Source: an optimization exercise on an open RTL-to-GDS flow (aim: small area and a short achievable clock period). Production flows keep margins and buffers that such runs may drop.
At most, simulation tests tie the RTL to the original design; equivalence was not proved.
The RTL of runs 1 to 3 was laid out without a check of its function.
No activity file was given, so power comes from the tool's default toggle rates. The clock port is modelled as an ideal driver; clocking choices that lean on that would not hold on a real chip.

File: flow/config.mk
export PLATFORM = sky130hd
export DESIGN_NAME = mem_stage
export DESIGN_NICKNAME = mem_stage
export VERILOG_FILES = /design/flow/design.v
export SDC_FILE = /design/flow/constraint.sdc
export NUM_CORES = 4
export LEC_CHECK = 0
export ABC_CLOCK_PERIOD_IN_PS = 2000
export CAP_MARGIN = 20
export CORE_MARGIN = 2
export CORE_UTILIZATION = 75
export PLACE_DENSITY = 0.8
export SETUP_SLACK_MARGIN = 1.9
export SLEW_MARGIN = 20
File: flow/constraint.sdc
create_clock -name core_clock -period 4.0 [get_ports {clk}]
set_input_delay 0.8000 -clock core_clock [delete_from_list [all_inputs] [get_ports {clk}]]
set_output_delay 0.8000 -clock core_clock [all_outputs]
set_load 0.01 [all_outputs]
File: flow/design.v
package mem_pkg;
   localparam int WORD_W = 32;
   localparam int REG_ADDR_W = 4;
   localparam int DEF_BASE_ADDR = 1024;
endpackage
import mem_pkg::*;
module data_mem #(
   parameter int DEPTH = 64,
   parameter int SP = 4,
   parameter int NT = DEPTH / SP
) (
   input  logic              clk,
   input  logic              we,      
   input  logic [NT-1:0]     at,      
   input  logic [WORD_W-1:0] wdata,
   output logic [WORD_W-1:0] rdata    
);
   logic [DEPTH-1:0][WORD_W-1:0] ring;
   for (genvar i = 0; i < DEPTH; i++) begin : g_ring
      if (i % SP == 0) begin : g_tap
         always_ff @(posedge clk)
            ring[i] <= (we && at[i / SP]) ? wdata : ring[(i + DEPTH - 1) % DEPTH];
      end else begin : g_shift
         always_ff @(posedge clk)
            ring[i] <= ring[i - 1];
      end
   end
   always_comb begin
      rdata = '0;
      for (int j = 0; j < NT; j++)
         rdata = rdata | ({WORD_W{at[j]}} & ring[(j * SP + DEPTH - 1) % DEPTH]);
   end
endmodule
import mem_pkg::*;
module mem_stage #(
   parameter int DEPTH = 64,
   parameter int BASE_ADDR = DEF_BASE_ADDR
) (
   input  logic                  clk,
   input  logic                  rst,
   input  logic                  wb_en_in,
   input  logic                  mem_read_en_in,
   input  logic                  mem_write_en_in,
   input  logic [WORD_W-1:0]     alu_res_in,
   input  logic [WORD_W-1:0]     val_Rm_in,
   input  logic [REG_ADDR_W-1:0] dest_in,
   output logic                  ready,
   output logic                  wb_en,
   output logic                  mem_read_en,
   output logic [WORD_W-1:0]     alu_res,
   output logic [WORD_W-1:0]     mem_data,
   output logic [REG_ADDR_W-1:0] dest,
   output logic                  addr_err
);
   localparam int AW = $clog2(DEPTH);
   localparam int SP = 4;
   localparam int NT = DEPTH / SP;
   logic busy, s1, s2, s3, s4, done, done_n;
   logic req, in_range, wr_q, ok_q, wacc_q;
   logic [AW-1:0] phase, u;
   logic [NT-1:0] tap_q;
   logic [SP-1:0] hit_q;
   logic [WORD_W-1:0] rdata, hold, word;
   assign req = mem_read_en_in | mem_write_en_in;
   assign ready = ~(done_n & (busy | req));
   assign wb_en = wb_en_in & ready;
   assign mem_read_en = mem_read_en_in & done;    
   assign alu_res = alu_res_in;
   assign dest = dest_in;
   assign in_range = alu_res_in[WORD_W-1:AW+2] == (WORD_W-AW-2)'(BASE_ADDR >> (AW + 2));
   always_ff @(posedge clk or negedge rst)
      if (!rst) begin
         {busy, s1, s2, s3, s4, done} <= '0;
         done_n <= 1'b1;
         wacc_q <= 1'b0;
         addr_err <= 1'b0;
      end else begin
         busy <= (~busy & req) | s1 | s2 | s3 | s4;
         s1 <= ~busy & req;
         s2 <= s1;
         s3 <= s2;
         s4 <= s3;
         done <= s4;
         done_n <= ~s4;
         wacc_q <= (~busy & mem_write_en_in & in_range) | (wacc_q & ~s4);
         if (s4 && !ok_q) addr_err <= 1'b1;
      end
   always_ff @(posedge clk)
      phase <= phase + AW'(1);
   assign u = alu_res_in[AW+1:2] + phase;
   always_ff @(posedge clk)
      if (!busy) begin
         for (int j = 0; j < NT; j++)
            tap_q[j] <= in_range && u[AW-1:2] == (AW-2)'(j);    
         for (int k = 0; k < SP; k++)
            hit_q[k] <= u[1:0] == 2'(SP - 1 - k);
         wr_q <= mem_write_en_in;
         ok_q <= in_range;
      end else begin
         hit_q <= hit_q >> 1;
      end
   data_mem #(.DEPTH(DEPTH), .SP(SP)) u_mem (
      .clk(clk),
      .we(wacc_q & hit_q[0]),
      .at(tap_q),
      .wdata(val_Rm_in),
      .rdata(rdata)
   );
   assign word = hit_q[0] ? rdata : hold;
   always_ff @(posedge clk)
      hold <= word;
   always_ff @(posedge clk or negedge rst)
      if (!rst) mem_data <= '0;
      else if (s4 && !wr_q) mem_data <= word;
endmodule
File: flow/flow/run.sh
#!/bin/bash
# Layout flow: the standard ORFS flow (standard.sh, unchanged synthesis),
# with the port buffers made plain buffers and clock tree synthesis run
# without dummy loads. Each tool's output goes to standard.log here.
set -euo pipefail
bash standard.sh \
   "BUFFER_PORTS_ARGS=-buffer_cell sky130_fd_sc_hd__buf_2" \
   "CTS_ARGS=-sink_clustering_enable -repair_clock_nets -dont_use_dummy_load -sink_clustering_size 30 -sink_clustering_max_diameter 60" \
   finish > standard.log 2>&1
File: flow/standard.sh
#!/bin/bash
# synth_recipe.tcl (not shown) runs the flow's synth.tcl, then flattens the netlist and writes it again
# the make line also repeats each setting of config.mk as NAME=value (left out here)
make -C /OpenROAD-flow-scripts/flow DESIGN_CONFIG=/design/flow/config.mk WORK_HOME=/design/flow/orfs CLKGATE_MAP_FILE= SYNTH_SCRIPT=/design/flow/synth_recipe.tcl "${@:-finish}"
==> flow_summary.ini, run 1 <==
[place]
io_buffer_count = 132
gp_congestion = 0.818
hpwl_um = 65800

[worst_setup_path]
cp_cell_sequence = o31ai_4, and2_4, buf_6
cpLargestDelayFamily = flip-flops
critPathArrivalTime_ps = 1550
cpMaxStageDelayCell = dfstp_2
r2r_setup_slack_ps = 1770
path_class = flip-flop to output port
startpoint_type = flip-flop
crit_path_end = wb_en
crit_required_ps = 3200
cpPeakStageDelay_ps = 560
r2r_end = mem_data[30]$_DFFE_PN0P_
end_kind = output port
crit_start = done_n$_DFF_PN1_
cp_num_cells = 3
regToRegStartpoint = tap_q[9]$_DFFE_PN_
r2r_cells = 5
worstPathMaxFanout = 2
path_buf_inv = 1

[cts]
clockBufferDepth = 3
root_buffer = clkbuf_16
ctsHtreeMaxLevel = 3
clk_latency_ps = 680
clk_pin_slew_ps = 100
cts_tree = done
cts_sinks = 2149
cts_made_buffers = 89

[floorplan]
ios = 145
die_y_um = 273
coreArea_um2 = 71500
die_x_um = 273
initial_core_util = 0.757
core.rowCount = 98
die_area_um2 = 74300

[detailed_routing]
drt_pre_antenna_iters = 6
drtIter0Drc = 2672
drt-total-wl_um = 121000
routed_via_density = 5.92
via_count = 26500
antenna_left = 0
drc = 0
routedWlPerCell_um = 26.9

[synthesis]
synth_adder_area_share = 0.00176
synth-edff-count = 18
yosys.area_share.xor_xnor = 0.00194
synth-async-reset-ratio = 0.0191
ys_seq_elements = 2149
synth_fp_nets = 3465
yosysUniqueCellTypes = 46
synth.area.mux_share = 0.114
yosys.area_share.simple = 0.0167
synth-compound-area-share = 0.0455
ys_dominant_reg_cell = dfxtp_1
synth_top_family_by_area = multiplexers
syn_inst = 3385
syn-cell-area_um2 = 54100
yosys_warnings = 2
synth_area_per_cell_um2 = 16.0
seq_area_frac_synth = 0.802

[global_routing]
use_met2 = 0.508
globalRouteMet3Util = 0.0407
grt_pass1_vias = 26600
track_usage = 0.315
antenna_found_initial = 3
busiest_layer = met2
grt_first_pass_wirelength_um = 171000
use_met1 = 0.455
grt_start_max_net_pins = 39
overflow = 0

[pwr]
p_leak_nw = 24.7
p_per_area_nw_per_um2 = 604
p_total_mw = 35.5
ir_drop_v = 0.000483

[timing]
max_slew_margin = 0.532
fin_skew_ps = 53.5
fmax_mhz = 425
worstMarginPinSlew_ps = 702
rsz0062_at_grt = true
worst_hold_slack_ps = 145
maxSlewViolCount = 0
finalCritPeriodShare = 0.588
setup_viol = 0
final_hold_viol_count = 0
fin_tns_setup_ps = 0
min_period_ps = 2350

[run]
cap_violations = 0

[run_status]
run_status = timing/DRC/antenna clean

[layout]
finalNetCount = 3608
area_growth_pct = 8.59
drive_above_1_share = 0.262
utilization = 0.822

[min_path]
hp-class = input port to async pin
## cell usage after synthesis (2+ instances only)
cell / count / share of area
a21o_1: 2 / 0.00028
a21oi_1: 2 / 0.00018
a221oi_1: 6 / 0.00097
a221oi_2: 26 / 0.0072
a222oi_1: 32 / 0.0059
a22o_1: 33 / 0.0053
a22oi_1: 128 / 0.018
and2_1: 3 / 0.00035
and3_1: 2 / 0.00023
buf_1: 6 / 0.00042
buf_2: 62 / 0.0057
buf_4: 40 / 0.0055
buf_6: 7 / 0.0015
clkbuf_1: 76 / 0.0053
dfrtp_1: 40 / 0.018
dfxtp_1: 2090 / 0.77
edfxtp_1: 18 / 0.010
ha_1: 6 / 0.0014
inv_1: 5 / 0.00035
mux2_1: 25 / 0.0052
mux2_2: 519 / 0.11
mux2i_1: 2 / 0.00037
nand2_1: 120 / 0.0083
nand3_1: 8 / 0.00074
nand4_1: 33 / 0.0038
nor2_1: 13 / 0.00090
nor2b_1: 8 / 0.00092
nor3_1: 3 / 0.00028
nor4_1: 6 / 0.00069
o21ai_0: 5 / 0.00046
o21bai_1: 2 / 0.00028
o31ai_1: 2 / 0.00028
o32a_1: 32 / 0.0059
xnor2_1: 8 / 0.0013
xor2_1: 4 / 0.00065
## layout by cell type (no fill, tap or decap), types with 3 or more instances in the layout
cell / count
buf_6: 27
buf_4: 66
dfrtp_1: 39
edfxtp_1: 18
xnor2_1: 7
nor2b_1: 7
nand3_1: 8
ha_1: 4
o32a_1: 32
inv_1: 5
buf_12: 11
mux2_2: 518
a221oi_2: 30
nor4_1: 6
buf_16: 3
mux2_1: 25
o21ai_0: 3
a22o_1: 32
clkbuf_16: 95
nor2_1: 12
nand2_4: 8
a22oi_1: 126
dfxtp_1: 2087
nor3_1: 3
nand2_1: 103
buf_2: 127
xor2_1: 4
nand4_1: 33
a222oi_1: 32
nand2_2: 7
## repair_timing
action,CTS,global route
setup endpoints to repair,469,83
gates resized for setup,48,45
buffers inserted,27,21
gates cloned,1,7
hold buffers,0,0
pin swaps,14,59
## cell families after synthesis
family	Yosys count
AO/OA/AOI/OAI	276
XOR/XNOR	12
adder cells (fa/ha/maj)	7
buffers and inverters	196
flip-flops	2149
multiplexers	546
AND/OR/NAND/NOR	199
## layout make-up
class,count,area [um2]
Sequential cell,2149,43400
Fill cell,3511,12700
Multi-Input combinational cell,1040,9980
Clock buffer,89,2230
Timing Repair Buffer,243,1950
Tap cell,950,1190
Inverter,5,18.8
Antenna cell,1,2.50
## flip-flops by register name (all words and copies together) (netlist names)
signal      flops
hold           32
ok_q            1
tap_q          16
addr_err        1
s3              1
done_n          1
u_mem.ring   2048
wacc_q          1
hit_q           4
s1              1
mem_data       32
s4              1
s2              1
done            1
phase           6
wr_q            1
busy            1
## per-layer routing
layer,vias up,part of all wire,wire length (um)
li1,11700,-,-
met1,13500,0.44,52700
met2,1045,0.46,55900
met3,230,0.069,8270
met4,2,0.031,3780
met5,-,0.00012,14
## per-stage QoR
stage | instances | setup WS (ps) | instance area (um2)
6_report | 4477 | 1650 | 58800
5_1_grt | 4477 | 1610 | 58800
4_1_cts | 4448 | 1640 | 58200
3_5_place_dp | 4331 | 1260 | 55600
3_3_place_gp | 4331 | 1290 | 55600
2_1_floorplan | 3385 | 1660 | 54200
## worst min-delay path by stage
| stage | cells past startpoint | startpoint | end |
|---|---|---|---|
| global placement | 0 | u_mem.ring[156]$_DFF_P_ | u_mem.ring[188]$_DFF_P_ |
| floorplan | 0 | u_mem.ring[968]$_DFF_P_ | u_mem.ring[1000]$_DFF_P_ |
| finish | 1 | rst | mem_data[26]$_DFFE_PN0P_ |
| global route | 1 | rst | mem_data[8]$_DFFE_PN0P_ |
| detailed placement | 0 | u_mem.ring[1062]$_DFF_P_ | u_mem.ring[1094]$_DFF_P_ |
| CTS | 0 | u_mem.ring[296]$_DFF_P_ | u_mem.ring[328]$_DFF_P_ |
## where the power goes
group,internal [mW],switching [mW]
Combinational,1.07,1.99
Clock,4.01,5.94
Sequential,22.1,0.331
Total,27.2,8.26
==> run 2: changes to the inputs <==
--- a/flow/design.v
+++ b/flow/design.v
@@ -56,5 +56,5 @@
    localparam int SP = 4;
    localparam int NT = DEPTH / SP;
-   logic busy, s1, s2, s3, s4, done, done_n;
+   logic busy, s1, s2, s3, s4, done, done_n, nacc;
    logic req, in_range, wr_q, ok_q, wacc_q;
    logic [AW-1:0] phase, u;
@@ -63,5 +63,5 @@
    logic [WORD_W-1:0] rdata, hold, word;
    assign req = mem_read_en_in | mem_write_en_in;
-   assign ready = ~(done_n & (busy | req));
+   assign ready = nacc & ~(done_n & req);    
    assign wb_en = wb_en_in & ready;
    assign mem_read_en = mem_read_en_in & done;    
@@ -73,4 +73,5 @@
          {busy, s1, s2, s3, s4, done} <= '0;
          done_n <= 1'b1;
+         nacc <= 1'b1;
          wacc_q <= 1'b0;
          addr_err <= 1'b0;
@@ -83,4 +84,5 @@
          done <= s4;
          done_n <= ~s4;
+         nacc <= ~((~busy & req) | s1 | s2 | s3);
          wacc_q <= (~busy & mem_write_en_in & in_range) | (wacc_q & ~s4);
          if (s4 && !ok_q) addr_err <= 1'b1;
==> run 2 against run 1 <==
Effect of this change: still clean; die area barely moved; flip-flop and latch count rose by 1; first-iteration DRC count fell by 11%; core utilization fell by 0.26 points; sequential share of layout area rose by 0.28 points; area after synthesis barely moved; largest cell class unchanged.
==> flow_summary.ini, run 2 <==
[floorplan]
die_area_um2 = 74400
die_y_um = 273
coreArea_um2 = 71500
core.rowCount = 98
initial_core_util = 0.758
die_x_um = 273
ios = 145

[timing]
max_slew_margin = 0.443
worstMarginPinSlew_ps = 836
min_period_ps = 2320
fin_skew_ps = 46.0
fmax_mhz = 432
fin_tns_setup_ps = 0
finalCritPeriodShare = 0.579
final_hold_viol_count = 0
maxSlewViolCount = 0
worst_hold_slack_ps = 135
rsz0062_at_grt = true
setup_viol = 0

[worst_setup_path]
crit_start = done_n$_DFF_PN1_
regToRegStartpoint = tap_q[6]$_DFFE_PN_
r2r_setup_slack_ps = 1820
startpoint_type = flip-flop
critPathArrivalTime_ps = 1520
end_kind = output port
r2r_cells = 6
crit_required_ps = 3200
worstPathMaxFanout = 2
path_class = flip-flop to output port
crit_path_end = ready
r2r_end = mem_data[21]$_DFFE_PN0P_

[synthesis]
yosys_warnings = 2
yosysTopAreaCellShare = 0.773
ys_dominant_reg_cell = dfxtp_1
synth_area_per_cell_um2 = 16.0
yosysUniqueCellTypes = 46
synth-edff-count = 18
ys_seq_elements = 2150
synth_commonest_cells = dfxtp_1, mux2_2, a22oi_1, nand2_1, clkbuf_1
synth_fp_nets = 3468
syn-cell-area_um2 = 54200
post-synth-top-count-cell = dfxtp_1
seq_area_frac_synth = 0.802
synth_top_area_cell = dfxtp_1
syn_inst = 3388
yosys-top-cells-area = dfxtp_1, mux2_2, dfrtp_1, a22oi_1, edfxtp_1
synth-async-reset-ratio = 0.0195

[place]
hpwl_um = 66100
gp_congestion = 0.821
io_buffer_count = 132

[detailed_routing]
drt-total-wl_um = 120000
drc = 0
dr_wl_met3_um = 7210
antenna_left = 0
drt_pre_antenna_iters = 8
routedWlPerCell_um = 26.8
routed_via_density = 5.84
drtIter0Drc = 2376
wl_met2_um = 56400
routed.top_layer = met5
m1WireLength_um = 52600
via_count = 26100

[cts]
root_buffer = clkbuf_16
clockBufferDepth = 3
clk_latency_ps = 660
ctsHtreeMaxLevel = 3
cts_sinks = 2150
cts.hold.buffers_added = 0
clk_pin_slew_ps = 110
cts_tree = done
cts_made_buffers = 87

[pwr]
p_leak_nw = 24.6
p_per_area_nw_per_um2 = 603
ir_drop_v = 0.000522

[layout]
drive_above_1_share = 0.260
layout_commonest_cell = dfxtp_1
area_growth_pct = 8.21
most-common-layout-cells = dfxtp_1, mux2_2, buf_2
utilization = 0.820
largest-register = u_mem.ring
top_regs = u_mem.ring: 2048 flops, hold: 32 flops, mem_data: 32 flops
fill_cells = 3579
largest_reg_flops = 2048
finalNetCount = 3604

[global_routing]
grt_pass1_vias = 26600
track_usage = 0.320
overflow = 0
antenna_found_initial = 4
grt_start_max_net_pins = 35
grt_first_pass_wirelength_um = 174000

[run_status]
run_status = timing/DRC/antenna clean

[min_path]
hp-class = input port to async pin

[run]
cap_violations = 0
==> run 2: worst min path at each step <==
| stage | from | cells past startpoint | to | slack [ps] |
|---|---|---|---|---|
| final | rst | 1 | mem_data[9]$_DFFE_PN0P_ | 140 |
| after global routing | rst | 1 | mem_data[1]$_DFFE_PN0P_ | 130 |
| after CTS | rst | 1 | mem_data[9]$_DFFE_PN0P_ | 120 |
| after detailed placement | u_mem.ring[1152]$_DFF_P_ | 0 | u_mem.ring[1184]$_DFF_P_ | 310 |
| after global placement | u_mem.ring[1219]$_DFF_P_ | 0 | u_mem.ring[1251]$_DFF_P_ | 310 |
| after floorplan | u_mem.ring[968]$_DFF_P_ | 0 | u_mem.ring[1000]$_DFF_P_ | 310 |
==> run 2: worst max-delay path: stages (launching register included) <==
cell	delay, ps
dfstp_2	550
o21ai_2	50
and2_1	130
buf_2	130
==> run 2: logic make-up after synthesis <==
family                     share of synthesized area
DFF                                            0.802
muxes                                          0.113
AOI/OAI and AO/OA                             0.0456
and+or+nand+nor                               0.0168
buffers and inverters                         0.0184
xor gates and xnor gates                     0.00194
adders and majority gates                    0.00176
==> run 2: repair_timing <==
action                                  CTS  global route
setup buffers                            29             8
pin swaps                                40            44
cloned                                    5             1
resized for setup                        41            22
endpoints found under the setup margin  560           104
==> run 2: final cells by class <==
class	instances	area (um2)	area share
inverter	5	18.8	0.000320
timing repair buffer	239	1860	0.0318
clock buffer	87	2180	0.0372
multi-input combinational	1041	9910	0.169
antenna	1	2.50	0.0000427
sequential	2150	43400	0.741
tap	950	1190	0.0203
==> run 2: per-layer routing <==
metal / global-route usage / vias up
met2: 0.516 / 911
li1: - / 11700
met5: 0 / -
met3: 0.0424 / 198
met4: 0.0962 / 4
met1: 0.458 / 13300
==> run 2: power by group <==
| part | internal, mW | switching (mW) | total (mW) |
|---|---|---|---|
| clock | 3.92 | 5.95 | 9.88 |
| combinational | 1.01 | 1.98 | 2.99 |
| sequential | 22.2 | 0.307 | 22.5 |
| total | 27.1 | 8.24 | 35.3 |
==> run 2: per-stage QoR <==
stage          std cells  power [mW]  worst slack, ps  area [um2]
2_1_floorplan       3388        24.0             1660       54200
3_3_place_gp        4342        25.3             1340       55700
3_5_place_dp        4342        25.4             1290       55700
4_1_cts             4463        35.2             1660       58400
5_1_grt             4473        36.2             1630       58600
6_report            4473        35.3             1680       58600
==> run 3: changes to the inputs <==
--- a/flow/design.v
+++ b/flow/design.v
@@ -56,5 +56,5 @@
    localparam int SP = 4;
    localparam int NT = DEPTH / SP;
-   logic busy, s1, s2, s3, s4, done, done_n, nacc;
+   logic busy, s1, s2, s3, s4, done, acc;
    logic req, in_range, wr_q, ok_q, wacc_q;
    logic [AW-1:0] phase, u;
@@ -63,5 +63,5 @@
    logic [WORD_W-1:0] rdata, hold, word;
    assign req = mem_read_en_in | mem_write_en_in;
-   assign ready = nacc & ~(done_n & req);    
+   assign ready = ~acc & (done | ~req);    
    assign wb_en = wb_en_in & ready;
    assign mem_read_en = mem_read_en_in & done;    
@@ -71,7 +71,5 @@
    always_ff @(posedge clk or negedge rst)
       if (!rst) begin
-         {busy, s1, s2, s3, s4, done} <= '0;
-         done_n <= 1'b1;
-         nacc <= 1'b1;
+         {busy, s1, s2, s3, s4, done, acc} <= '0;
          wacc_q <= 1'b0;
          addr_err <= 1'b0;
@@ -83,6 +81,5 @@
          s4 <= s3;
          done <= s4;
-         done_n <= ~s4;
-         nacc <= ~((~busy & req) | s1 | s2 | s3);
+         acc <= (~busy & req) | s1 | s2 | s3;
          wacc_q <= (~busy & mem_write_en_in & in_range) | (wacc_q & ~s4);
          if (s4 && !ok_q) addr_err <= 1'b1;
==> run 3 against run 2 <==
Effect of this change: clock power hardly changed; via count is 1.3% higher; largest cell class unchanged; critical path type unchanged; critical path depth is 1 higher; flip-flop and latch count is 1 lower; critical endpoint is now wb_en; core utilization is 0.40 points higher; still clean; first-iteration DRC count is 6.8% higher; combinational power is 2% higher.
==> flow_summary.ini, run 3 <==
[global_routing]
grt_start_max_net_pins = 43
grt_first_pass_wirelength_um = 177000
track_usage = 0.325
grt_pass1_vias = 27200
use_met1 = 0.445
overflow = 0
globalRouteMet3Util = 0.0467
antenna_found_initial = 5
busiest_layer = met2
use_met2 = 0.528

[detailed_routing]
drc = 0
drt_pre_antenna_iters = 7
via_count = 26500
routed_via_density = 5.90
drt-total-wl_um = 123000
antenna_left = 0
routedWlPerCell_um = 27.4
drtIter0Drc = 2537

[timing]
fin_tns_setup_ps = 0
min_period_ps = 2330
fmax_mhz = 429
worstMarginPinSlew_ps = 830
rsz0062_at_grt = true
finalCritPeriodShare = 0.583
setup_viol = 0
maxSlewViolCount = 0
final.setup.worst_slack_ps = 1670
fin_skew_ps = 45.1
max_slew_margin = 0.447
final_hold_viol_count = 0

[synthesis]
syn-cell-area_um2 = 54100
yosysTopAreaCellShare = 0.773
synth-edff-count = 18
syn_inst = 3385
post-synth-top-count-cell = dfxtp_1
yosysUniqueCellTypes = 46
seq_area_frac_synth = 0.802
synth-async-reset-ratio = 0.0191
ys_dominant_reg_cell = dfxtp_1
yosys_warnings = 2
synth_fp_nets = 3465
synth_top_area_cell = dfxtp_1
synth_commonest_cells = dfxtp_1, mux2_2, a22oi_1, nand2_1, clkbuf_1
ys_seq_elements = 2149
synth_area_per_cell_um2 = 16.0
yosys-top-cells-area = dfxtp_1, mux2_2, dfrtp_1, a22oi_1, edfxtp_1

[place]
io_buffer_count = 132
hpwl_um = 66100
pre_cts_slack_ps = 971
gp_congestion = 0.818

[cts]
clk_latency_ps = 670
cts_sinks = 2149
clk_pin_slew_ps = 100
cts_tree = done
cts_made_buffers = 88
clockBufferDepth = 3
cts.hold.buffers_added = 0
root_buffer = clkbuf_16
ctsHtreeMaxLevel = 3

[pwr]
ir_drop_v = 0.000542
switchingPower_mw = 8.34
clock_power_share = 0.282
seq_power_share = 0.633
comb_power_share = 0.086
swShare = 0.235
p_leak_nw = 24.8
internal-power_mw = 27.1
p_per_area_nw_per_um2 = 603

[worst_setup_path]
worstPathMaxFanout = 2
cpMostUsedCell = nor2_2
cp_cell_sequence = nor2_2, nor2_2, and2_1, buf_2
crit_required_ps = 3200
critPathArrivalTime_ps = 1530
path_buf_inv = 1
startpoint_type = flip-flop
cpPeakStageDelay_ps = 410
cpMaxStageDelayCell = dfrtp_1
cpLargestDelayFamily = flip-flops
end_kind = output port
path_class = flip-flop to output port

[layout]
finalNetCount = 3608
drive_above_1_share = 0.264
top_regs = u_mem.ring: 2048 flops, hold: 32 flops, mem_data: 32 flops
layout_commonest_cell = dfxtp_1
most-common-layout-cells = dfxtp_1, mux2_2, buf_2
largest_reg_flops = 2048
largest-register = u_mem.ring
area_growth_pct = 8.79

[floorplan]
ios = 145
die_x_um = 273
die_area_um2 = 74300
core.rowCount = 98
die_y_um = 273
initial_core_util = 0.757
coreArea_um2 = 71500

[run]
cap_violations = 0

[run_status]
run_status = timing/DRC/antenna clean

[min_path]
hp-class = input port to async pin
-- run 3: logic make-up (layout without fill, tap and decap cells) --
kind of cell    after synthesis  in the layout  share of synthesized area
flops                      2149           2149                      0.802
mux                         546            546                      0.114
compound gates              274            274                     0.0452
simple gates                202            202                     0.0169
buf+inv                     195            336                     0.0186
xor+xnor                     12             12                    0.00194
fa+ha+maj                     7              7                    0.00176
other cells                   0              4                          0
-- run 3: path summary, 6_finish.rpt --
check / startpoint / end / slack [ps] / depth (start not counted)
max: done$_DFF_PN0_ / wb_en / 1670 / 4
min: rst / mem_data[26]$_DFFE_PN0P_ / 90 / 1
max reg2reg: phase[0]$_DFF_P_ / tap_q[13]$_DFFE_PN_ / 1670 / 9
min reg2reg: u_mem.ring[854]$_DFF_P_ / u_mem.ring[886]$_DFF_P_ / 280 / 0
max in group asynchronous: rst / mem_data[7]$_DFFE_PN0P_ / 2720 / 2
min in group core_clock: u_mem.ring[854]$_DFF_P_ / u_mem.ring[886]$_DFF_P_ / 280 / 0
-- run 3: cell type report --
cell class	count	area, um2
sequential	2149	43400
fill	3475	12600
multi-input combinational	1041	10100
clock buffer	88	2200
timing repair buffer	243	1980
tap	950	1190
inverter	5	18.8
antenna	4	10.0
-- run 3: metal layers --
| metal | vias up | share of wire |
|---|---|---|
| li1 | 11700 | - |
| met1 | 13500 | 0.42 |
| met2 | 1016 | 0.48 |
| met3 | 270 | 0.062 |
| met4 | 4 | 0.038 |
| met5 | - | 0.00023 |
-- run 3: worst reg2reg max path, cell delays in order (launching register included) --
cell       delay (ps)
dfxtp_4           380
ha_4              170
fa_2              410
a21o_1            250
a21oi_4           300
buf_4             180
buf_6              90
nand2_4            50
a2bb2oi_4         180
nor2_2            160
-- run 3: power groups by stage --
stage	registers, mW	logic [mW]	clock network, mW
global route	22.5	3.05	10.7
detailed placement	23.0	2.31	0
global placement	23.0	2.25	0
finish	22.5	3.04	10.0
CTS	22.5	2.87	9.95
floorplan	22.9	1.13	0
-- run 3: per-stage QoR --
| stage | power [mW] | instances | hold slack [ps] | util | cell area, um2 |
|---|---|---|---|---|---|
| after floorplan | 24.0 | 3385 | 310 | - | 54200 |
| after global placement | 25.3 | 4329 | 310 | 0.777 | 55500 |
| after detailed placement | 25.4 | 4329 | 312 | 0.777 | 55500 |
| after CTS | 35.3 | 4458 | 81.0 | 0.819 | 58500 |
| after global routing | 36.3 | 4479 | 82.9 | 0.824 | 58900 |
| final | 35.5 | 4480 | 92.6 | 0.824 | 58900 |
-- run 3: timing repair --
action / 4_1_cts / 5_1_grt
gates cloned: 5 / 0
gates resized for setup: 68 / 43
setup endpoints to repair: 591 / 79
buffers inserted: 36 / 18
pin swaps: 47 / 48
==> run 4: changes to the inputs <==
--- a/flow/design.v
+++ b/flow/design.v
@@ -56,5 +56,5 @@
    localparam int SP = 4;
    localparam int NT = DEPTH / SP;
-   logic busy, s1, s2, s3, s4, done, acc;
+   logic busy, s1, s2, s3, s4, done;
    logic req, in_range, wr_q, ok_q, wacc_q;
    logic [AW-1:0] phase, u;
@@ -63,5 +63,5 @@
    logic [WORD_W-1:0] rdata, hold, word;
    assign req = mem_read_en_in | mem_write_en_in;
-   assign ready = ~acc & (done | ~req);    
+   assign ready = done | ~(busy | req);
    assign wb_en = wb_en_in & ready;
    assign mem_read_en = mem_read_en_in & done;    
@@ -71,5 +71,5 @@
    always_ff @(posedge clk or negedge rst)
       if (!rst) begin
-         {busy, s1, s2, s3, s4, done, acc} <= '0;
+         {busy, s1, s2, s3, s4, done} <= '0;
          wacc_q <= 1'b0;
          addr_err <= 1'b0;
@@ -81,5 +81,4 @@
          s4 <= s3;
          done <= s4;
-         acc <= (~busy & req) | s1 | s2 | s3;
          wacc_q <= (~busy & mem_write_en_in & in_range) | (wacc_q & ~s4);
          if (s4 && !ok_q) addr_err <= 1'b1;
@@ -91,5 +90,5 @@
       if (!busy) begin
          for (int j = 0; j < NT; j++)
-            tap_q[j] <= in_range && u[AW-1:2] == (AW-2)'(j);    
+            tap_q[j] <= u[AW-1:2] == (AW-2)'(j);
          for (int k = 0; k < SP; k++)
             hit_q[k] <= u[1:0] == 2'(SP - 1 - k);
@@ -111,4 +110,4 @@
    always_ff @(posedge clk or negedge rst)
       if (!rst) mem_data <= '0;
-      else if (s4 && !wr_q) mem_data <= word;
+      else if (s4 && !wr_q) mem_data <= ok_q ? word : '0;
 endmodule
==> run 4 against run 3 <==
Effect of this change: cell count decreased by 1.5%; flip-flop and latch count decreased by 1; largest cell class unchanged; count of clock-buffer cells in the layout increased by 2; fmax about the same; clock power about the same; worst setup slack about the same; critical path depth unchanged; register-to-register slack improved by 160 ps; area after synthesis decreased by 0.22%; core utilization decreased by 0.93 points; final area decreased by 1.3%; clock skew increased by 19 ps.
==> flow_summary.ini, run 4 <==
[worst_setup_path]
worstPathMaxFanout = 2
r2r_cells = 7
end_kind = output port
r2r_setup_slack_ps = 1830
path_buf_inv = 2
critPathArrivalTime_ps = 1530
crit_required_ps = 3200
cpPeakStageDelay_ps = 390
path_class = flip-flop to output port
cp_cell_sequence = clkinvlp_4, a21o_1, and2_4, buf_6
startpoint_type = flip-flop
r2r_end = tap_q[7]$_DFFE_PN_
regToRegStartpoint = phase[0]$_DFF_P_
cpMaxStageDelayCell = dfrtp_2
cpLargestDelayFamily = flip-flops

[cts]
clk_latency_ps = 680
cts_made_buffers = 90
cts_sinks = 2148
ctsHtreeMaxLevel = 3
clk_pin_slew_ps = 110
cts_tree = done
clockBufferDepth = 3
root_buffer = clkbuf_16

[global_routing]
antenna_found_initial = 4
overflow = 0
grt_pass1_vias = 26400
grt_first_pass_wirelength_um = 172000
track_usage = 0.317
grt_start_max_net_pins = 41

[layout]
layout_commonest_cell = dfxtp_1
area_growth_pct = 7.62
finalNetCount = 3545
largest-register = u_mem.ring
largest_reg_flops = 2048
drive_above_1_share = 0.247
utilization = 0.814
most-common-layout-cells = dfxtp_1, mux2_2, buf_2
stdcell_count = 4415
top_regs = u_mem.ring: 2048 flops, hold: 32 flops, mem_data: 32 flops

[run]
cap_violations = 0

[synthesis]
synth_commonest_cells = dfxtp_1, mux2_2, a22oi_1, clkbuf_1, buf_2
syn-cell-area_um2 = 54000
synth-edff-count = 18
yosysUniqueCellTypes = 51
yosys_warnings = 2
synth_area_per_cell_um2 = 16.0
synth_fp_nets = 3445
ys_seq_elements = 2148
synth-async-reset-ratio = 0.0186
ys_dominant_reg_cell = dfxtp_1
post-synth-top-count-cell = dfxtp_1
seq_area_frac_synth = 0.803
synth_top_area_cell = dfxtp_1
yosys-top-cells-area = dfxtp_1, mux2_2, dfrtp_1, a22oi_1, a22o_1
syn_inst = 3365
yosysTopAreaCellShare = 0.775

[floorplan]
die_y_um = 272
die_area_um2 = 74200
die_x_um = 272
ios = 145
coreArea_um2 = 71400
core.rowCount = 98
initial_core_util = 0.757

[pwr]
p_leak_nw = 24.3
ir_drop_v = 0.000482
p_per_area_nw_per_um2 = 603

[detailed_routing]
antenna_left = 0
routed_via_density = 5.86
drtIter0Drc = 2469
drc = 0
via_count = 25900
drt_pre_antenna_iters = 6
routedWlPerCell_um = 26.7
drt-total-wl_um = 118000

[timing]
rsz0062_at_grt = true
fin_skew_ps = 64.1
worstMarginPinSlew_ps = 912
final_hold_viol_count = 0
min_period_ps = 2330
setup_viol = 0
max_slew_margin = 0.392
fin_tns_setup_ps = 0
maxSlewViolCount = 0
fmax_mhz = 429
finalCritPeriodShare = 0.583

[place]
hpwl_um = 64200
gp_congestion = 0.815
io_buffer_count = 132
dp.cells = 4306

[min_path]
hp-class = input port to async pin

[run_status]
run_status = timing/DRC/antenna clean
==> run 4: cell count changes after synthesis, moves of 5 or more <==
cell	before	now
nand2_1	120	58
nand4_1	33	65
o22a_1	0	32
o32a_1	32	0
a22o_1	33	64
mux2_2	521	490
buf_2	59	71
nor2b_1	8	0
buf_6	8	1
buf_1	6	1
nor2_1	15	20
==> run 4: how the worst max path moves through the flow <==
stage                               from                  to  slack (ps)  depth (start not counted)
after CTS                 busy$_DFF_PN0_               wb_en        1640                          4
after detailed placement   alu_res_in[2]  tap_q[7]$_DFFE_PN_        1200                          8
final                     busy$_DFF_PN0_               wb_en        1670                          4
after floorplan            alu_res_in[2]  tap_q[4]$_DFFE_PN_        1480                          7
after global routing      busy$_DFF_PN0_               wb_en        1630                          4
after global placement     alu_res_in[2]  tap_q[7]$_DFFE_PN_        1200                          8
==> run 4: per-layer routing <==
metal | wire length (um) | up-vias | global-route usage
li1 | - | 11600 | -
met1 | 50300 | 13100 | 0.436
met2 | 57100 | 879 | 0.528
met3 | 6810 | 233 | 0.0409
met4 | 3730 | 6 | 0.105
met5 | 30 | - | 0
==> run 4: cells by family after synthesis <==
family | after synthesis | synth area share
DFF | 2148 | 0.803
and+or+nand+nor | 168 | 0.0159
muxes | 515 | 0.107
buffers and inverters | 203 | 0.0188
adders and majority gates | 7 | 0.00176
xor gates and xnor gates | 10 | 0.00162
AOI/OAI and AO/OA | 314 | 0.0513
==> run 4: layout make-up <==
| type | count | area (um2) |
|---|---|---|
| fillers | 3655 | 13200 |
| repair inverters | 1 | 5.00 |
| flip-flops and latches | 2148 | 43400 |
| repair buffers | 203 | 1400 |
| inverters | 7 | 30.0 |
| clock buffers | 90 | 2250 |
| well taps | 950 | 1190 |
| diodes | 2 | 5.00 |
| multi-input cells | 1014 | 9840 |
==> run 4: power breakdown <==
part           switching, mW  leakage (nW)  total [mW]  internal [mW]
Combinational           1.87          5.27        2.61          0.736
Clock                   5.96          1.11        10.0           4.05
Sequential             0.318          17.9        22.4           22.1
Total                   8.15          24.3        35.0           26.9
==> run 4: metrics by stage <==
stage	hold slack [ps]	instance area [um2]	worst slack, ps	total power, mW
final	263	58100	1670	35.0
after global routing	279	58100	1630	35.9
after CTS	261	58000	1640	35.0
after detailed placement	312	55500	1200	25.3
after global placement	310	55500	1200	25.3
after floorplan	310	54000	1480	23.9
==> run 4: repair_timing <==
item / in CTS / in global routing
pin swaps: 9 / 8
gates cloned: 1 / 0
hold buffers: 0 / 0
setup endpoints to repair: 413 / 82
buffers inserted: 14 / 2
gates resized for setup: 23 / 26
==> run 5: changes to the inputs <==
--- a/flow/design.v
+++ b/flow/design.v
@@ -11,5 +11,6 @@
 ) (
    input  logic              clk,
-   input  logic              we,      
+   input  logic [NT-1:0]     we,      
+   input  logic [NT-1:0]     keep,    
    input  logic [NT-1:0]     at,      
    input  logic [WORD_W-1:0] wdata,
@@ -20,5 +21,6 @@
       if (i % SP == 0) begin : g_tap
          always_ff @(posedge clk)
-            ring[i] <= (we && at[i / SP]) ? wdata : ring[(i + DEPTH - 1) % DEPTH];
+            ring[i] <= ({WORD_W{we[i / SP]}} & wdata)
+                     | ({WORD_W{keep[i / SP]}} & ring[(i + DEPTH - 1) % DEPTH]);
       end else begin : g_shift
          always_ff @(posedge clk)
@@ -56,12 +58,12 @@
    localparam int SP = 4;
    localparam int NT = DEPTH / SP;
-   logic busy, s1, s2, s3, s4, done;
-   logic req, in_range, wr_q, ok_q, wacc_q;
+   logic busy, s1, s2, s3, s4, done, done_n, acc;
+   logic req, in_range, wr_q, ok_q, wacc_q, wacc_n, hit_n;
    logic [AW-1:0] phase, u;
-   logic [NT-1:0] tap_q;
+   logic [NT-1:0] tap_q, tap_n, we, keep_q;
    logic [SP-1:0] hit_q;
    logic [WORD_W-1:0] rdata, hold, word;
    assign req = mem_read_en_in | mem_write_en_in;
-   assign ready = done | ~(busy | req);
+   assign ready = ~(acc | (done_n & req));
    assign wb_en = wb_en_in & ready;
    assign mem_read_en = mem_read_en_in & done;    
@@ -69,7 +71,9 @@
    assign dest = dest_in;
    assign in_range = alu_res_in[WORD_W-1:AW+2] == (WORD_W-AW-2)'(BASE_ADDR >> (AW + 2));
+   assign wacc_n = (~busy & mem_write_en_in & in_range) | (wacc_q & ~s4);
    always_ff @(posedge clk or negedge rst)
       if (!rst) begin
-         {busy, s1, s2, s3, s4, done} <= '0;
+         {busy, s1, s2, s3, s4, done, acc} <= '0;
+         done_n <= 1'b1;
          wacc_q <= 1'b0;
          addr_err <= 1'b0;
@@ -81,5 +85,7 @@
          s4 <= s3;
          done <= s4;
-         wacc_q <= (~busy & mem_write_en_in & in_range) | (wacc_q & ~s4);
+         done_n <= ~s4;
+         acc <= (~busy & req) | s1 | s2 | s3;
+         wacc_q <= wacc_n;
          if (s4 && !ok_q) addr_err <= 1'b1;
       end
@@ -87,8 +93,11 @@
       phase <= phase + AW'(1);
    assign u = alu_res_in[AW+1:2] + phase;
-   always_ff @(posedge clk)
+   for (genvar j = 0; j < NT; j++) begin : g_tap
+      assign tap_n[j] = busy ? tap_q[j] : u[AW-1:2] == (AW-2)'(j);
+   end
+   assign hit_n = busy ? hit_q[1] : u[1:0] == 2'(SP - 1);
+   always_ff @(posedge clk) begin
+      tap_q <= tap_n;
       if (!busy) begin
-         for (int j = 0; j < NT; j++)
-            tap_q[j] <= u[AW-1:2] == (AW-2)'(j);
          for (int k = 0; k < SP; k++)
             hit_q[k] <= u[1:0] == 2'(SP - 1 - k);
@@ -98,7 +107,13 @@
          hit_q <= hit_q >> 1;
       end
+   end
+   assign we = tap_q & {NT{hit_q[0] & wacc_q}};
+   always_ff @(posedge clk or negedge rst)
+      if (!rst) keep_q <= '1;
+      else keep_q <= ~(tap_n & {NT{hit_n & wacc_n}});
    data_mem #(.DEPTH(DEPTH), .SP(SP)) u_mem (
       .clk(clk),
-      .we(wacc_q & hit_q[0]),
+      .we(we),
+      .keep(keep_q),
       .at(tap_q),
       .wdata(val_Rm_in),
--- a/flow/config.mk
+++ b/flow/config.mk
@@ -11,4 +11,4 @@
 export CORE_UTILIZATION = 75
 export PLACE_DENSITY = 0.8
-export SETUP_SLACK_MARGIN = 1.9
+export SETUP_SLACK_MARGIN = 1.7
 export SLEW_MARGIN = 20
==> run 5 against run 4 <==
Effect of this change: global-route usage up 6.3 points; via count up 15%; clock power about the same; routed wire length up 21%; power up 2.6%; clock skew down 0.63 ps; cell count up 1.3%; flip-flop and latch count up 18; area after synthesis down 0.55%; first-iteration DRC count up 61%; sequential power up 4%; critical path type is now flip-flop to flip-flop; largest cell class unchanged; highest routed layer unchanged.
==> flow_summary.ini, run 5 <==
[global_routing]
grt_start_max_net_pins = 59
antenna_found_initial = 10
grt_first_pass_wirelength_um = 202000
overflow = 0
track_usage = 0.381
grt_pass1_vias = 29500

[synthesis]
yosys-top-cells-area = dfxtp_1, a22o_1, dfrtp_1, a221oi_1, clkbuf_1
ys_dominant_reg_cell = dfxtp_1
yosysUniqueCellTypes = 50
synth-async-reset-ratio = 0.0268
synth_area_per_cell_um2 = 15.2
syn-cell-area_um2 = 53700
post-synth-top-count-cell = dfxtp_1
syn_inst = 3526
synth-edff-count = 2
synth_commonest_cells = dfxtp_1, a22o_1, clkbuf_1, a221oi_1, a22oi_1
synth_top_area_cell = dfxtp_1
yosysTopAreaCellShare = 0.785
yosys_warnings = 2
seq_area_frac_synth = 0.814
synth_fp_nets = 3606
ys_seq_elements = 2166

[pwr]
comb_power_share = 0.069
switchingPower_mw = 8.47
p_per_area_nw_per_um2 = 627
p_total_mw = 36.0
internal-power_mw = 27.5
ir_drop_v = 0.000496
clock_power_share = 0.280
p_leak_nw = 22.9
seq_power_share = 0.651
swShare = 0.236

[detailed_routing]
drc = 0
via_count = 29900
drt-total-wl_um = 143000
drt_pre_antenna_iters = 19
routedWlPerCell_um = 31.9
antenna_left = 0
drtIter0Drc = 3970
routed_via_density = 6.68

[cts]
cts_made_buffers = 89
cts_sinks = 2166
ctsHtreeMaxLevel = 3
clockBufferDepth = 3
clk_latency_ps = 700
clk_pin_slew_ps = 100
root_buffer = clkbuf_16
cts_tree = done

[timing]
worstMarginPinSlew_ps = 1260
fin_tns_setup_ps = 0
fmax_mhz = 424
setup_viol = 0
min_period_ps = 2360
fin_skew_ps = 63.5
worst_hold_slack_ps = 152
maxSlewViolCount = 0
finalCritPeriodShare = 0.590
final_hold_viol_count = 0
final.setup.worst_slack_ps = 1640
max_slew_margin = 0.162
rsz0062_at_grt = true

[floorplan]
ios = 145
die_x_um = 272
die_y_um = 272
die_area_um2 = 73800
core.rowCount = 98
coreArea_um2 = 71200
initial_core_util = 0.754

[layout]
layout_commonest_cell = dfxtp_1
seqCellArea_um2 = 43700
utilization = 0.805
drive_above_1_share = 0.103
fin_area_um2 = 57400
largest-register = u_mem.ring
area_growth_pct = 6.80
fill_cells = 3729
finalNetCount = 3598
stdcell_count = 4472
top_regs = u_mem.ring: 2048 flops, hold: 32 flops, mem_data: 32 flops
largest_reg_flops = 2048
most-common-layout-cells = dfxtp_1, a22o_1, buf_2
multi_input_area_um2 = 8830

[place]
dp.cells = 4375
pre_cts_slack_ps = 1170
io_buffer_count = 132
gp_congestion = 0.874
hpwl_um = 77600
placed_area_um2 = 55000

[worst_setup_path]
path_class = flip-flop to flip-flop
end_kind = flip-flop
critPathArrivalTime_ps = 2940
regToRegStartpoint = tap_q[7]$_DFF_P_
crit_required_ps = 4580
startpoint_type = flip-flop
crit_start = tap_q[7]$_DFF_P_
r2r_cells = 3
worstPathMaxFanout = 18

[min_path]
hp-class = input port to async pin

[run]
cap_violations = 0

[run_status]
run_status = timing/DRC/antenna clean
run 5: cell count changes after synthesis, moves of 41 or more:
cell      delta
a22o_1     +585
mux2_2     -490
clkbuf_1    +97
a221oi_1    +90
nand4_1     -65
a22oi_1     -60
and3_1      +49
nand2_1     -41
run 5: area by class of cell:
cell class	instances	area share
multi-input combinational	1056	0.154
antenna	6	0.000262
inverter	7	0.000458
timing repair buffer	198	0.0233
sequential	2166	0.763
clock buffer	89	0.0388
tap	950	0.0207
run 5: final timing paths:
kind | endpoint | slack [ps]
setup reg to reg | u_mem.ring[913]$_DFF_P_ | 1640
hold / removal | mem_data[7]$_DFFE_PN0P_ | 150
hold reg to reg | u_mem.ring[1524]$_DFF_P_ | 290
min in group core_clock | u_mem.ring[1524]$_DFF_P_ | 290
max in group asynchronous | busy$_DFF_PN0_ | 3130
setup / recovery | u_mem.ring[913]$_DFF_P_ | 1640
run 5: routing by layer:
| layer | track usage | vias up | routed length, um |
|---|---|---|---|
| li1 | - | 12300 | - |
| met5 | 0 | - | 47 |
| met3 | 0.0839 | 531 | 16500 |
| met4 | 0.188 | 6 | 7760 |
| met2 | 0.570 | 2176 | 62400 |
| met1 | 0.531 | 14800 | 55800 |
run 5: cells by family (layout without fill, tap and decap cells):
family / count (synthesis) / in the layout / synth area share
muxes: 2 / 2 / 0.000373
adders and majority gates: 7 / 7 / 0.00177
other: 0 / 6 / 0
DFF: 2166 / 2166 / 0.814
AOI/OAI and AO/OA: 895 / 895 / 0.143
xor gates and xnor gates: 11 / 11 / 0.00207
buffers and inverters: 304 / 294 / 0.0248
and+or+nand+nor: 141 / 141 / 0.0141
run 5: repair_timing:
action                     CTS  global route
hold buffers                 0             0
resized for setup            4            13
setup buffers                0             2
pin swaps                    3             5
setup endpoints to repair    8            59
hold endpoints to repair     0             0
run 5: worst max-delay path: stages, from the launching register on:
cell,delay [ps]
dfxtp_2,950
and3_2,830
buf_12,300
a22o_1,170
run 5: power by group through the flow:
stage	clock [mW]	sequential [mW]	combinational (mW)
CTS	10.0	23.3	2.41
detailed placement	0	23.8	2.37
global placement	0	23.8	2.29
global route	10.8	23.4	2.55
floorplan	0	23.3	1.54
finish	10.1	23.4	2.48
==> run 6: changes to the inputs <==
--- a/flow/config.mk
+++ b/flow/config.mk
@@ -11,4 +11,4 @@
 export CORE_UTILIZATION = 75
 export PLACE_DENSITY = 0.8
-export SETUP_SLACK_MARGIN = 1.7
+export SETUP_SLACK_MARGIN = 2.1
 export SLEW_MARGIN = 20
==> run 6 against run 5 <==
Effect of this change: critical path depth unchanged; core utilization increased by 1.4 points; synthesized cell count unchanged; non-clock buffer count increased by 55; area after synthesis unchanged; fmax increased by 1.1%; clock power about the same; clock skew decreased by 9.5 ps; sequential share of layout area decreased by 1.2 points; first-iteration DRC count increased by 5.8%; worst hold slack got worse by 21 ps; still clean on timing, DRC and antenna.
==> flow_summary.ini, run 6 <==
[layout]
fill_cells = 3515
largest_reg_flops = 2048
most-common-layout-cells = dfxtp_1, a22o_1, buf_2
utilization = 0.819
top_regs = u_mem.ring: 2048 flops, hold: 32 flops, mem_data: 32 flops
layout_commonest_cell = dfxtp_1
finalNetCount = 3650
area_growth_pct = 8.63
drive_above_1_share = 0.130
largest-register = u_mem.ring

[timing]
setup_viol = 0
worst_hold_slack_ps = 130
final_hold_viol_count = 0
maxSlewViolCount = 0
finalCritPeriodShare = 0.583
rsz0062_at_grt = true
worstMarginPinSlew_ps = 1240
min_period_ps = 2330
fmax_mhz = 428
fin_tns_setup_ps = 0
max_slew_margin = 0.176
fin_skew_ps = 53.9

[synthesis]
synth-edff-count = 2
syn-cell-area_um2 = 53700
seq_area_frac_synth = 0.814
ys_seq_elements = 2166
post-synth-top-count-cell = dfxtp_1
yosys-top-cells-area = dfxtp_1, a22o_1, dfrtp_1, a221oi_1, clkbuf_1
synth_commonest_cells = dfxtp_1, a22o_1, clkbuf_1, a221oi_1, a22oi_1
yosysTopAreaCellShare = 0.785
syn_inst = 3526
ys_dominant_reg_cell = dfxtp_1
yosysUniqueCellTypes = 50
synth_top_area_cell = dfxtp_1
yosys_warnings = 2
synth-async-reset-ratio = 0.0268
synth_area_per_cell_um2 = 15.2
synth_fp_nets = 3606

[pwr]
comb_power_share = 0.086
seq_power_share = 0.639
internal-power_mw = 27.6
clock_power_share = 0.275
ir_drop_v = 0.000523
switchingPower_mw = 8.64
p_per_area_nw_per_um2 = 622
swShare = 0.238
p_leak_nw = 23.3

[cts]
root_buffer = clkbuf_16
cts.hold.buffers_added = 0
ctsHtreeMaxLevel = 3
clockBufferDepth = 3
cts_tree = done
clk_pin_slew_ps = 110
clk_latency_ps = 690
cts_sinks = 2166
cts_made_buffers = 86

[worst_setup_path]
cpMaxStageDelayCell = dfstp_2
critPathArrivalTime_ps = 1530
cp_cell_sequence = a21oi_4, and2_4, buf_6
crit_required_ps = 3200
cpPeakStageDelay_ps = 560
path_class = flip-flop to output port
r2r_cells = 6
startpoint_type = flip-flop
end_kind = output port
r2r_setup_slack_ps = 1760
regToRegStartpoint = phase[3]$_DFF_P_
r2r_end = keep_q[10]$_DFF_PN1_
crit_start = done_n$_DFF_PN1_
crit_path_end = wb_en
worstPathMaxFanout = 2

[global_routing]
grt_pass1_vias = 30000
grt_start_max_net_pins = 38
track_usage = 0.384
overflow = 0
antenna_found_initial = 10
grt_first_pass_wirelength_um = 204000

[detailed_routing]
dr_wl_met3_um = 16900
drtIter0Drc = 4201
routedWlPerCell_um = 32.2
m1WireLength_um = 57600
drt_pre_antenna_iters = 6
drt-total-wl_um = 146000
antenna_left = 0
wl_met2_um = 63600
routed.top_layer = met4
routed_via_density = 6.73
drc = 0
via_count = 30400

[min_path]
hp-class = input port to async pin

[floorplan]
die_area_um2 = 73800
ios = 145
initial_core_util = 0.754
core.rowCount = 98
coreArea_um2 = 71200
die_x_um = 272
die_y_um = 272

[place]
io_buffer_count = 132
hpwl_um = 76500
gp_congestion = 0.873

[run]
cap_violations = 0

[run_status]
run_status = timing/DRC/antenna clean
[run 6: power by group through the flow]
| stage | logic, mW | clock network [mW] | registers (mW) |
|---|---|---|---|
| 2_1_floorplan | 1.54 | 0 | 23.3 |
| 3_3_place_gp | 2.30 | 0 | 23.7 |
| 3_5_place_dp | 2.37 | 0 | 23.7 |
| 4_1_cts | 2.72 | 9.90 | 23.2 |
| 5_1_grt | 3.19 | 10.7 | 23.2 |
| 6_report | 3.11 | 9.99 | 23.2 |
[run 6: how the worst min path moves through the flow]
stage,slack (ps),to,depth (start not counted),from
after global routing,120,mem_data[11]$_DFFE_PN0P_,1,rst
after floorplan,310,u_mem.ring[1000]$_DFF_P_,0,u_mem.ring[968]$_DFF_P_
after global placement,310,u_mem.ring[1371]$_DFF_P_,0,u_mem.ring[1339]$_DFF_P_
after detailed placement,310,u_mem.ring[1106]$_DFF_P_,0,u_mem.ring[1074]$_DFF_P_
after CTS,110,mem_data[13]$_DFFE_PN0P_,1,rst
final,130,mem_data[11]$_DFFE_PN0P_,1,rst
[run 6: through the flow]
stage          area (um2)  power (mW)  worst slack (ps)  std cells
6_report            58300        36.3              1670       4527
5_1_grt             58300        37.1              1620       4523
4_1_cts             57800        35.8              1650       4491
3_5_place_dp        54900        26.1              1240       4371
3_3_place_gp        54900        26.0              1290       4370
2_1_floorplan       53800        24.9              1550       3526
[run 6: timing repair]
item	4_1_cts	5_1_grt
cloned	0	0
hold endpoints to repair	0	0
buffers inserted	34	27
gates resized for setup	111	57
pin swaps	27	12
setup endpoints to repair	578	133
[run 6: area by class of cell]
| cell class | instances | area (um2) | area share |
|---|---|---|---|
| Multi-Input combinational cell | 1056 | 9150 | 0.157 |
| Timing Repair Buffer | 253 | 2020 | 0.0346 |
| Sequential cell | 2166 | 43800 | 0.750 |
| Clock buffer | 86 | 2150 | 0.0369 |
| Antenna cell | 9 | 22.5 | 0.000386 |
| Inverter | 7 | 26.3 | 0.000450 |
| Tap cell | 950 | 1190 | 0.0204 |
[run 6: per-layer routing]
layer / vias up / GRT usage
met5: - / 0
met2: 2261 / 0.573
met1: 15200 / 0.540
met4: 0 / 0.180
li1: 12400 / -
met3: 524 / 0.0870
[run 6: kinds of logic after synthesis]
group	count (synthesis)	share of synthesized area
AND/OR/NAND/NOR	141	0.0141
flip-flops	2166	0.814
XOR/XNOR	11	0.00207
buffers and inverters	304	0.0248
AO/OA/AOI/OAI	895	0.143
multiplexers	2	0.000373
adder cells (fa/ha/maj)	7	0.00177
[run 6: critical path: cells and delay by family (launching register included)]
family,cells,cell delay [ps]
compound gates,1,60
buf+inv,1,110
flops,1,560
simple gates,1,130
==> run 7: changes to the inputs <==
--- a/flow/config.mk
+++ b/flow/config.mk
@@ -9,6 +9,6 @@
 export CAP_MARGIN = 20
 export CORE_MARGIN = 2
-export CORE_UTILIZATION = 75
-export PLACE_DENSITY = 0.8
-export SETUP_SLACK_MARGIN = 2.1
+export CORE_UTILIZATION = 80
+export PLACE_DENSITY = 0.85
+export SETUP_SLACK_MARGIN = 1.9
 export SLEW_MARGIN = 20
==> run 7 against run 6 <==
Effect of this change: routed wire length increased by 6.7%; critical path type is now input port to output port; register-to-register slack got worse by 20 ps; combinational power decreased by 9.3%; fmax decreased by 1.8%; core utilization increased by 5.3 points; worst setup slack got worse by 43 ps; critical endpoint unchanged; count of clock-buffer cells in the layout decreased by 2; critical path depth increased by 2; die area decreased by 6.2%.
==> flow_summary.ini, run 7 <==
[floorplan]
core.rowCount = 94
die_x_um = 263
coreArea_um2 = 66100
ios = 145
die_y_um = 263
initial_core_util = 0.813
die_area_um2 = 69200

[timing]
max_slew_margin = 0.115
setup_viol = 0
fin_skew_ps = 61.9
fin_tns_setup_ps = 0
finalCritPeriodShare = 0.594
rsz0062_at_grt = true
maxSlewViolCount = 0
min_period_ps = 2380
final.setup.worst_slack_ps = 1620
worstMarginPinSlew_ps = 1330
final_hold_viol_count = 0
fmax_mhz = 421

[detailed_routing]
via_count = 31500
drt_pre_antenna_iters = 8
routedWlPerCell_um = 35.4
antenna_left = 0
drtIter0Drc = 4770
drc = 0
drt-total-wl_um = 156000
routed_via_density = 7.17

[pwr]
comb_power_share = 0.078
p_total_mw = 36.3
internal-power_mw = 27.4
swShare = 0.245
seq_power_share = 0.647
ir_drop_v = 0.000580
p_per_area_nw_per_um2 = 629
switchingPower_mw = 8.89
clock_power_share = 0.276
p_leak_nw = 23.0

[cts]
clk_latency_ps = 700
cts_tree = done
root_buffer = clkbuf_16
ctsHtreeMaxLevel = 3
cts_sinks = 2166
cts.hold.buffers_added = 0
cts_made_buffers = 84
clockBufferDepth = 3
clk_pin_slew_ps = 100

[global_routing]
grt_pass1_vias = 31000
track_usage = 0.429
overflow = 0
grt_first_pass_wirelength_um = 214000
grt_start_max_net_pins = 45
antenna_found_initial = 7

[worst_setup_path]
startpoint_type = input port
worstPathMaxFanout = 2
r2r_setup_slack_ps = 1740
path_class = input port to output port
end_kind = output port
r2r_cells = 9
critPathArrivalTime_ps = 1580
crit_required_ps = 3200
regToRegStartpoint = phase[0]$_DFF_P_
r2r_end = tap_q[15]$_DFF_P_

[synthesis]
synth_area_per_cell_um2 = 15.2
yosys-top-cells-area = dfxtp_1, a22o_1, dfrtp_1, a221oi_1, clkbuf_1
yosysTopAreaCellShare = 0.785
post-synth-top-count-cell = dfxtp_1
ys_dominant_reg_cell = dfxtp_1
yosysUniqueCellTypes = 50
synth_commonest_cells = dfxtp_1, a22o_1, clkbuf_1, a221oi_1, a22oi_1
syn-cell-area_um2 = 53700
synth-async-reset-ratio = 0.0268
yosys_warnings = 2
synth-edff-count = 2
synth_fp_nets = 3606
ys_seq_elements = 2166
synth_top_area_cell = dfxtp_1
syn_inst = 3526
seq_area_frac_synth = 0.814

[place]
io_buffer_count = 132
pre_cts_slack_ps = 1160
placed_area_um2 = 54900
hpwl_um = 81600
gp_congestion = 0.876

[layout]
largest-register = u_mem.ring
top_regs = u_mem.ring: 2048 flops, hold: 32 flops, mem_data: 32 flops
area_growth_pct = 7.28
drive_above_1_share = 0.117
layout_commonest_cell = dfxtp_1
largest_reg_flops = 2048
fin_area_um2 = 57600
most-common-layout-cells = dfxtp_1, a22o_1, buf_2
finalNetCount = 3610

[run_status]
run_status = timing/DRC/antenna clean

[min_path]
hp-class = input port to async pin

[run]
cap_violations = 0
[run 7: cell counts after synthesis]
No cell type changed its count.
[run 7: routing by layer]
layer	vias to the layer above	global-route usage	wire [um]
met5	-	0	28
li1	12400	-	-
met3	830	0.0997	20100
met4	4	0.248	11300
met1	15500	0.567	54800
met2	2892	0.659	69500
[run 7: cell families (layout without fill, tap and decap cells)]
group                      Yosys count  count (layout)  share of synthesized area
AOI/OAI and AO/OA                  895             895                      0.143
adders and majority gates            7               7                    0.00177
and+or+nand+nor                    141             141                     0.0141
DFF                               2166            2166                      0.814
buffers and inverters              304             306                     0.0248
xor gates and xnor gates            11              11                    0.00207
other                                0               4                          0
muxes                                2               2                   0.000373
[run 7: final cells by class]
| type | count | area, um2 |
|---|---|---|
| repair buffers | 215 | 1550 |
| diodes | 4 | 10.0 |
| well taps | 864 | 1080 |
| fillers | 2584 | 8480 |
| flip-flops and latches | 2166 | 43800 |
| multi-input cells | 1056 | 9090 |
| clock buffers | 84 | 2100 |
| inverters | 7 | 26.3 |
[run 7: critical path, stage by stage]
cell and delay [ps]:
buf_6 90, or2_4 250, a21oi_4 160, and2_4 170, buf_6 90
[run 7: power groups by stage]
stage	clock [mW]	combinational [mW]	sequential, mW
3_3_place_gp	0	2.21	23.8
3_5_place_dp	0	2.34	23.8
6_report	9.99	2.82	23.5
4_1_cts	9.82	2.53	23.4
5_1_grt	10.5	2.85	23.5
2_1_floorplan	0	1.54	23.3
[run 7: per-stage QoR]
stage / hold slack [ps] / utilization / cells
after floorplan: 310 / - / 3526
after global placement: 310 / 0.830 / 4286
after detailed placement: 312 / 0.830 / 4286
after CTS: 189 / 0.866 / 4383
after global routing: 204 / 0.872 / 4394
final: 196 / 0.872 / 4396
[run 7: how the worst max path moves through the flow]
stage,start,end,cells after the start
2_1_floorplan,alu_res_in[2],keep_q[2]$_DFF_PN1_,7
6_report,mem_read_en_in,wb_en,5
4_1_cts,mem_read_en_in,wb_en,5
5_1_grt,mem_read_en_in,wb_en,5
3_5_place_dp,alu_res_in[3],keep_q[13]$_DFF_PN1_,6
3_3_place_gp,alu_res_in[3],keep_q[13]$_DFF_PN1_,6
[run 7: timing repair]
| item | in CTS | in global routing |
|---|---|---|
| gates cloned | 0 | 0 |
| resized for setup | 51 | 51 |
| setup buffers | 13 | 9 |
| setup endpoints to repair | 262 | 64 |
| pin swaps | 13 | 23 |
==> run 8: changes to the inputs <==
--- a/flow/config.mk
+++ b/flow/config.mk
@@ -9,6 +9,6 @@
 export CAP_MARGIN = 20
 export CORE_MARGIN = 2
-export CORE_UTILIZATION = 80
-export PLACE_DENSITY = 0.85
+export CORE_UTILIZATION = 75
+export PLACE_DENSITY = 0.8
 export SETUP_SLACK_MARGIN = 1.9
 export SLEW_MARGIN = 20
==> run 8 against run 7 <==
Effect of this change: still clean on timing, DRC and antenna; count of clock-buffer cells in the layout grew 5; register-to-register slack gained 130 ps; critical path depth is the same; worst hold slack gained 53 ps; clock power is essentially flat; clock skew shrank 16 ps; routed wire length shrank 9.4%; core utilization shrank 6.3 points; critical path type unchanged; critical endpoint unchanged.
==> flow_summary.ini, run 8 <==
[cts]
clk_pin_slew_ps = 100
cts_made_buffers = 89
cts_sinks = 2166
root_buffer = clkbuf_16
cts.hold.buffers_added = 0
clockBufferDepth = 3
clk_latency_ps = 680
cts_tree = done
ctsHtreeMaxLevel = 3

[detailed_routing]
antenna_left = 0
drt_pre_antenna_iters = 6
routed_via_density = 6.67
drc = 0
drt-total-wl_um = 141000
routedWlPerCell_um = 31.5
drtIter0Drc = 3999
via_count = 29900

[synthesis]
yosys-top-cells-area = dfxtp_1, a22o_1, dfrtp_1, a221oi_1, clkbuf_1
yosysTopAreaCellShare = 0.785
syn_inst = 3526
post-synth-top-count-cell = dfxtp_1
synth_area_per_cell_um2 = 15.2
synth_commonest_cells = dfxtp_1, a22o_1, clkbuf_1, a221oi_1, a22oi_1
synth_top_area_cell = dfxtp_1
ys_dominant_reg_cell = dfxtp_1
ys_seq_elements = 2166
yosys_warnings = 2
seq_area_frac_synth = 0.814
syn-cell-area_um2 = 53700
yosysUniqueCellTypes = 50
synth_fp_nets = 3606
synth-async-reset-ratio = 0.0268
synth-edff-count = 2

[timing]
max_slew_margin = 0.204
rsz0062_at_grt = true
fmax_mhz = 428
worstMarginPinSlew_ps = 1190
min_period_ps = 2340
fin_tns_setup_ps = 0
setup_viol = 0
final_hold_viol_count = 0
maxSlewViolCount = 0
fin_skew_ps = 45.9
finalCritPeriodShare = 0.585

[pwr]
seq_power_share = 0.649
p_leak_nw = 23.0
clock_power_share = 0.280
internal-power_mw = 27.5
comb_power_share = 0.071
p_per_area_nw_per_um2 = 625
swShare = 0.235
ir_drop_v = 0.000535
switchingPower_mw = 8.47

[layout]
fin_area_um2 = 57600
most-common-layout-cells = dfxtp_1, a22o_1, buf_2
largest_reg_flops = 2048
utilization = 0.808
largest-register = u_mem.ring
area_growth_pct = 7.22
drive_above_1_share = 0.111
top_regs = u_mem.ring: 2048 flops, hold: 32 flops, mem_data: 32 flops
fill_cells = 3734
layout_commonest_cell = dfxtp_1
finalNetCount = 3606

[worst_setup_path]
cpLargestDelayFamily = simple AND/OR/NAND/NOR gates
cpPeakStageDelay_ps = 260
worstPathMaxFanout = 3
crit_required_ps = 3200
path_class = input port to output port
cpMaxStageDelayCell = or2_4
startpoint_type = input port
cp_cell_sequence = buf_2, or2_4, a21oi_4, and2_4, buf_6
path_buf_inv = 2
end_kind = output port
critPathArrivalTime_ps = 1540

[global_routing]
overflow = 0
track_usage = 0.376
grt_pass1_vias = 29600
grt_first_pass_wirelength_um = 201000
grt_start_max_net_pins = 50
antenna_found_initial = 9

[floorplan]
die_y_um = 272
die_area_um2 = 73800
core.rowCount = 98
ios = 145
die_x_um = 272
initial_core_util = 0.754
coreArea_um2 = 71200

[place]
gp_congestion = 0.865
io_buffer_count = 132
placed_area_um2 = 55000
hpwl_um = 77400

[run_status]
run_status = timing/DRC/antenna clean

[min_path]
hp-class = input port to async pin

[run]
cap_violations = 0
==> run 8: cell count changes in the layout (fill, tap and decap cells not counted), moves of 3 or more <==
cell       before  now
buf_6          19   10
clkbuf_16      84   89
dfxtp_4        16   11
diode_2         4    9
dfxtp_2         5    9
a221oi_1       93   96
a221oi_2        3    0
a22oi_1        65   68
a22oi_2         3    0
a41oi_1        29   32
dfrtp_1        38   35
o21ai_2         5    2
==> run 8: layout make-up <==
type / instances / area [um2] / share of cell area
Timing Repair Buffer: 206 / 1430 / 0.0248
Antenna cell: 9 / 22.5 / 0.000391
Multi-Input combinational cell: 1056 / 8930 / 0.155
Tap cell: 950 / 1190 / 0.0206
Sequential cell: 2166 / 43800 / 0.760
Inverter: 7 / 26.3 / 0.000456
Clock buffer: 89 / 2230 / 0.0387
==> run 8: cell families (layout without fill, tap and decap cells) <==
kind of cell    after synthesis  in the layout  synth area share
mux                           2              2          0.000373
simple gates                141            141            0.0141
other cells                   0              9                 0
flops                      2166           2166             0.814
buf+inv                     304            302            0.0248
xor+xnor                     11             11           0.00207
fa+ha+maj                     7              7           0.00177
compound gates              895            895             0.143
==> run 8: timing repair <==
item,4_1_cts,5_1_grt
resized for setup,37,22
endpoints found under the hold margin,0,0
setup buffers,7,6
setup endpoints to repair,237,42
pin swaps,4,8
==> run 8: power by group through the flow <==
stage	Sequential [mW]	Clock, mW	Combinational [mW]
6_report	23.4	10.1	2.57
5_1_grt	23.4	10.8	2.65
4_1_cts	23.3	10.0	2.48
3_5_place_dp	23.8	0	2.35
3_3_place_gp	23.8	0	2.26
2_1_floorplan	23.3	0	1.54
==> run 8: per-stage QoR <==
step	hold WS [ps]	power, mW	instances	setup slack (ps)
after global routing	253	36.8	4479	1610
after floorplan	310	24.9	3526	1550
final	248	36.0	4483	1660
after detailed placement	312	26.1	4371	1220
after CTS	239	35.8	4467	1640
after global placement	310	26.0	4371	1250
==> run 8: path summary, 6_finish.rpt <==
| check | start | end | slack (ps) | cells after the start |
|---|---|---|---|---|
| worst max register to register | tap_q[7]$_DFF_P_ | mem_data[20]$_DFFE_PN0P_ | 1870 | 6 |
| max in group asynchronous | rst | busy$_DFF_PN0_ | 2930 | 1 |
| min in group core_clock | u_mem.ring[50]$_DFF_P_ | u_mem.ring[82]$_DFF_P_ | 290 | 0 |
| worst min register to register | u_mem.ring[50]$_DFF_P_ | u_mem.ring[82]$_DFF_P_ | 290 | 0 |
| worst max-delay path | mem_write_en_in | wb_en | 1660 | 5 |
| worst min-delay path | rst | mem_data[6]$_DFFE_PN0P_ | 250 | 1 |
==> run 8: routing by layer <==
layer,vias to the layer above,global-route usage,part of all wire
li1,12400,-,-
met1,15000,0.523,0.40
met2,2042,0.564,0.44
met3,523,0.0864,0.11
met4,0,0.184,0.054
met5,-,0,0
==> run 8: worst reg2reg max path: cells and delay by family, from the launching register on <==
kind	cells	cell delay, ps
buffers and inverters	1	520
AND/OR/NAND/NOR	1	180
AO/OA/AOI/OAI	4	810
flip-flops	1	610

-- re-timing with driven ports --
The results above use ideal ports. As a check the final layouts listed here were re-extracted and re-timed, cells and wires unchanged.
Step 1 sets driving cells, clkbuf_16 on the clock port and buf_2 on the other inputs (assumed; they add their load-dependent delay and slew).
Step 2 adds t to the input delays and takes it off the output delays; t is the mean of the earliest and latest rising clock arrival at the registers after step 1. Input paths then give back, and output paths get back, about the clock's delay inside the block.
Slacks: no drivers / after step 1 / after step 2; pairs: no drivers / after step 1.
run	shift t [ns]	setup WS [ns]	worst slew at a driven data input, ns
run 1	0.721	1.649 / 1.581 / 1.344	0.12
run 2	0.710	1.684 / 1.619 / 1.324	0.10
run 3	0.718	1.669 / 1.601 / 1.128	0.10
run 4	0.712	1.668 / 1.602 / 1.247	0.09
run 5	0.730	1.641 / 1.624 / 1.176	0.20
run 6	0.736	1.666 / 1.595 / 1.199	0.18
run 7	0.737	1.624 / 1.580 / 1.124	0.16
run 8	0.721	1.661 / 1.601 / 1.300	0.14
After both steps setup and hold are still met in every run listed. The setup slack of run 3, which loses most, moves by -0.068 ns with the drivers and by -0.541 ns with both steps.
